Background: an optimization exercise with open tools, aiming at small area, a short achievable clock period and few clock cycles. Do not read the settings as production practice. In this exercise RTL edits were held to simulation tests only and were not proved equivalent to the original.

// positional_sequential_list
module positional_sequential_list (
  input  logic        clk_i,
  input  logic        rst_ni,
  input  logic        req_valid_i,
  output logic        req_ready_o,
  input  logic [1:0]  req_kind_i,
  input  logic [6:0]  req_position_i,
  input  logic [31:0] req_key_i,
  input  logic [63:0] req_payload_i,
  output logic        rsp_valid_o,
  input  logic        rsp_ready_i,
  output logic [1:0]  rsp_status_o,
  output logic [6:0]  rsp_found_position_o,
  output logic [31:0] rsp_record_key_o,
  output logic [63:0] rsp_record_payload_o,
  output logic [6:0]  rsp_count_o
);
  localparam int N = 64;
  localparam logic [1:0] KindGet    = 2'd0;
  localparam logic [1:0] KindInsert = 2'd1;
  localparam logic [1:0] KindDelete = 2'd2;
  localparam logic [1:0] KindSearch = 2'd3;
  localparam logic [1:0] StOk      = 2'd0;
  localparam logic [1:0] StRange   = 2'd1;
  localparam logic [1:0] StFull    = 2'd2;
  localparam logic [1:0] StMissing = 2'd3;
  logic [6:0] cnt_q;
  logic        r_valid_q;
  logic        r_get_q, r_ins_q, r_del_q, r_search_q;
  logic [1:0]  r_status_q;
  logic [6:0]  r_q_q;
  logic [31:0] r_key_q;
  logic [63:0] r_pay_q;
  logic        p_valid_q;
  logic        p_search_q;
  logic        p_get_q;
  logic [1:0]  p_status_q;
  logic [6:0]  p_cnt_q;
  logic        p_any_q;
  logic [7:0]  p_mhi_q;     
  logic [2:0]  p_mhib_q;    
  logic [3:0]  p_mhi1_q;    
  logic        p2_valid_q;
  logic        p2_search_q;
  logic [1:0]  p2_status_q;
  logic [6:0]  p2_cnt_q;
  logic        p2_any_q;
  logic [2:0]  p2_mhib_q;
  logic [3:0]  p2_mhi1_q;
  logic [7:0]  p2_zlo_q;
  logic        o_valid_q, s_valid_q;
  logic [1:0]  o_status_q, s_status_q;
  logic [6:0]  o_found_q, s_found_q;
  logic [31:0] o_key_q, s_key_q;
  logic [63:0] o_pay_q, s_pay_q;
  logic [6:0]  o_cnt_q, s_cnt_q;
  ...
For scale: about 27000 cells after synthesis, roughly 220 I/O pins, ~330000 sq um of cells after synthesis.
clock: 10.0 ns
lec_check: 0
cap_margin: 20
core_margin: 2
core_utilization: 55
cts_cluster_diameter: 100
cts_cluster_size: 20
slew_margin: 20
synth_hierarchical: 1
synth_memory_max_bits: 8192
standard.sh (not shown) runs the stock make flow with config.mk's settings and CLKGATE_MAP_FILE= SYNTH_SCRIPT=/design/flow/synth_recipe.tcl, a recipe that flattens the netlist after the stock synthesis.
==> flow/flow/run.sh <==
#!/bin/bash
# Layout flow: the standard flow (standard.sh, which runs ORFS) unchanged, except
#  - before global placement (after the pins are placed) the register driving each
#    output port is put next to that port's pin and held there for global placement
#    only (place_outregs.tcl, unfix.tcl); everything else is placed by ORFS as usual.
# Each ORFS step writes its full log under orfs/logs/; make's own output goes to
# make_finish.log in this folder.
set -euo pipefail
here=$(pwd)
bash standard.sh SETUP_SLACK_MARGIN=6.5 \
  PRE_GLOBAL_PLACE_TCL="$here/flow/place_outregs.tcl" \
  POST_GLOBAL_PLACE_TCL="$here/flow/unfix.tcl" \
  finish > make_finish.log 2>&1
Other scripts of this flow, unchanged in this note and not shown: flow/flow/place_outregs.tcl, flow/flow/unfix.tcl
The baseline finished with timing, DRC and antenna clean.
Testbench counts at the start, summed over its fixed seeds: cycles 12,032.
==> next run, changes <==
--- a/flow/design.v
+++ b/flow/design.v
@@ -6,15 +6,14 @@
   input  logic [31:0] kin_i,      
   input  logic        kpatch_i,   
   input  logic        ins_i,      
   input  logic        del_i,      
   input  logic        adv_i,      
   input  logic        srch_i,     
   input  logic        get_i,      
-  input  logic        pget_i,     
   input  logic [5:0]  q_i,        
   input  logic [31:0] key_i,      
   input  logic [63:0] pay_i,      
   input  logic [7:0]  mhi_i,      
   output logic        used_o,     
   output logic        hit_o,      
   output logic        we_o,       
@@ -22,15 +21,16 @@
   output logic [7:0]  zlo_no,     
   output logic [95:0] rd_no       
 );
   logic [31:0] key_q;
   logic [63:0] pay_q;
   logic [5:0]  pos_q;
   logic        used_q, used_d;
-  logic        vec_q;      
+  logic        srch_q;     
+  logic        sel_q;      
   logic        sel2_q;     
   logic        we_q;
   logic        raw_q;
   logic hit, match, ge, gt, cand;
   logic [5:0] step;
   assign hit   = used_q && (pos_q == q_i);
   assign match = used_q && raw_q;
@@ -48,31 +48,32 @@
     if (ins_i && we_q) begin
       key_q <= key_i;
       pay_q <= pay_i;
     end
     if (ins_i && we_q) pos_q <= q_i;
     else if ((ins_i && ge) || (del_i && gt)) pos_q <= pos_q ^ step;
     if (adv_i) begin
-      vec_q  <= (srch_i && match) || (get_i && hit);
-      sel2_q <= vec_q && pget_i;
+      srch_q <= srch_i && match;
+      sel_q  <= get_i && hit;
+      sel2_q <= sel_q;
     end
   end
   always_comb begin
     used_d = used_q;
     if (ins_i && we_q) used_d = 1'b1;
     else if (del_i && hit) used_d = 1'b0;
   end
   always_ff @(posedge clk_i or negedge rst_ni) begin
     if (!rst_ni) used_q <= 1'b0;
     else used_q <= used_d;
   end
   assign used_o = used_q;
   assign hit_o  = hit;
   assign we_o   = we_q;
-  assign cand   = vec_q && mhi_i[pos_q[5:3]];
+  assign cand   = srch_q && mhi_i[pos_q[5:3]];
   always_comb begin
     for (int v = 0; v < 8; v++) begin
       zhi_no[v] = !(match && pos_q[5:3] == 3'(v));
       zlo_no[v] = !(cand && pos_q[2:0] == 3'(v));
     end
   end
   assign rd_no = ~({key_q, pay_q} & {96{sel2_q}});
@@ -85,15 +86,14 @@
   input  logic [31:0] kin_i,
   input  logic        kpatch_i,
   input  logic        ins_i,
   input  logic        del_i,
   input  logic        adv_i,
   input  logic        srch_i,
   input  logic        get_i,
-  input  logic        pget_i,
   input  logic [5:0]  q_i,
   input  logic [31:0] key_i,
   input  logic [63:0] pay_i,
   input  logic [7:0]  mhi_i,
   output logic [3:0]  used_o,
   output logic [3:0]  hit_o,
   output logic [3:0]  we_o,
@@ -105,15 +105,15 @@
   logic [7:0]  zlo_n [4];
   logic [95:0] rd_n  [4];
   for (genvar j = 0; j < 4; j++) begin : g_s
     psl_slot u (
       .clk_i, .rst_ni, .ld_i,
       .we_i   (we_i[j]),
       .kin_i, .kpatch_i,
-      .ins_i, .del_i, .adv_i, .srch_i, .get_i, .pget_i,
+      .ins_i, .del_i, .adv_i, .srch_i, .get_i,
       .q_i, .key_i, .pay_i, .mhi_i,
       .used_o (used_o[j]),
       .hit_o  (hit_o[j]),
       .we_o   (we_o[j]),
       .zhi_no (zhi_n[j]),
       .zlo_no (zlo_n[j]),
       .rd_no  (rd_n[j])
@@ -131,15 +131,14 @@
   input  logic [31:0] kin_i,
   input  logic        kpatch_i,
   input  logic        ins_i,
   input  logic        del_i,
   input  logic        adv_i,
   input  logic        srch_i,
   input  logic        get_i,
-  input  logic        pget_i,
   input  logic [5:0]  q_i,
   input  logic [31:0] key_i,
   input  logic [63:0] pay_i,
   input  logic [7:0]  mhi_i,
   output logic [15:0] used_o,
   output logic [15:0] hit_o,
   output logic [15:0] we_o,
@@ -151,15 +150,15 @@
   logic [7:0]  zlo [4];
   logic [95:0] rd  [4];
   for (genvar k = 0; k < 4; k++) begin : g_q
     psl_quad u (
       .clk_i, .rst_ni, .ld_i,
       .we_i   (we_i[4*k +: 4]),
       .kin_i, .kpatch_i,
-      .ins_i, .del_i, .adv_i, .srch_i, .get_i, .pget_i,
+      .ins_i, .del_i, .adv_i, .srch_i, .get_i,
       .q_i, .key_i, .pay_i, .mhi_i,
       .used_o (used_o[4*k +: 4]),
       .hit_o  (hit_o[4*k +: 4]),
       .we_o   (we_o[4*k +: 4]),
       .zhi_o  (zhi[k]),
       .zlo_o  (zlo[k]),
       .rd_o   (rd[k])
@@ -200,15 +199,14 @@
   logic        r_get_q, r_ins_q, r_del_q, r_search_q;
   logic [1:0]  r_status_q;
   logic [6:0]  r_q_q;
   logic [31:0] r_key_q;
   logic [63:0] r_pay_q;
   logic        p_valid_q;
   logic        p_search_q;
-  logic        p_get_q;
   logic [1:0]  p_status_q;
   logic [6:0]  p_cnt_q;
   logic        p_any_q;
   logic [7:0]  p_mhi_q;     
   logic [2:0]  p_mhib_q;    
   logic [3:0]  p_mhi1_q;    
   logic        p2_valid_q;
@@ -302,15 +300,14 @@
       .kin_i   (req_key_i),
       .kpatch_i(req_key_i == r_key_q),
       .ins_i   (ins_x),
       .del_i   (del_x),
       .adv_i   (adv),
       .srch_i  (r_search_q),
       .get_i   (r_get_q),
-      .pget_i  (p_get_q),
       .q_i     (r_q_q[5:0]),
       .key_i   (r_key_q),
       .pay_i   (r_pay_q),
       .mhi_i   (p_mhi_q),
       .used_o  (used[16*h +: 16]),
       .hit_o   (hit[16*h +: 16]),
       .we_o    (wev[16*h +: 16]),
@@ -388,15 +385,14 @@
       r_status_q <= a_status;
       r_q_q      <= a_q;
       r_key_q    <= req_key_i;
       r_pay_q    <= req_payload_i;
     end
     if (adv) begin
       p_search_q <= r_search_q;
-      p_get_q    <= r_get_q;
       p_status_q <= r_status_q;
       p_cnt_q    <= e1_cnt;
       p_any_q    <= |zhi;
       p_mhi_q    <= mhi;
       p_mhib_q   <= mhib;
       p_mhi1_q   <= mhi1;
       p2_search_q <= p_search_q;
Effect: Die area came out lower by 0.71%; non-clock buffer count came out lower by 69; global-route usage came out higher by 2.2 points; hold slack loses 0.034 ns; via count came out higher by 0.43%; clock skew hardly moves; design area barely changes.
Testbench counts after the change, summed over its fixed seeds: cycles 12,032.

==> separate check: timing with driven ports <==
No port has a modelled driver above. Below, the same layouts with a new extraction and two added sets of constraints. Step 1: set_driving_cell puts a clkbuf_16 on clk_i and a buf_2 on each other input, an assumption about the parent block. Step 2 adds t to the input delays and takes it off the output delays; t is the mean of the earliest and latest rising clock arrival at the registers after step 1. Input paths then give back, and output paths get back, about the clock's delay inside the block. Slacks: no drivers / after step 1 / after step 2; pairs: no drivers / after step 1.
run | shift t [ns] | slack for setup (ns) | worst setup path after step 2 | slew at the worst register clock pin (ns) | cell pins on the clock port's net
the first run | 1.202 | 6.290 / 6.152 / 5.390 | input to register | 0.10 / 0.10 | 1
the second run | 1.216 | 6.217 / 6.063 / 5.304 | input to register | 0.10 / 0.10 | 1
After both steps setup and hold are still met in every run listed. The setup slack of the second run, which loses most, moves by -0.154 ns with the drivers and by -0.913 ns with both steps.
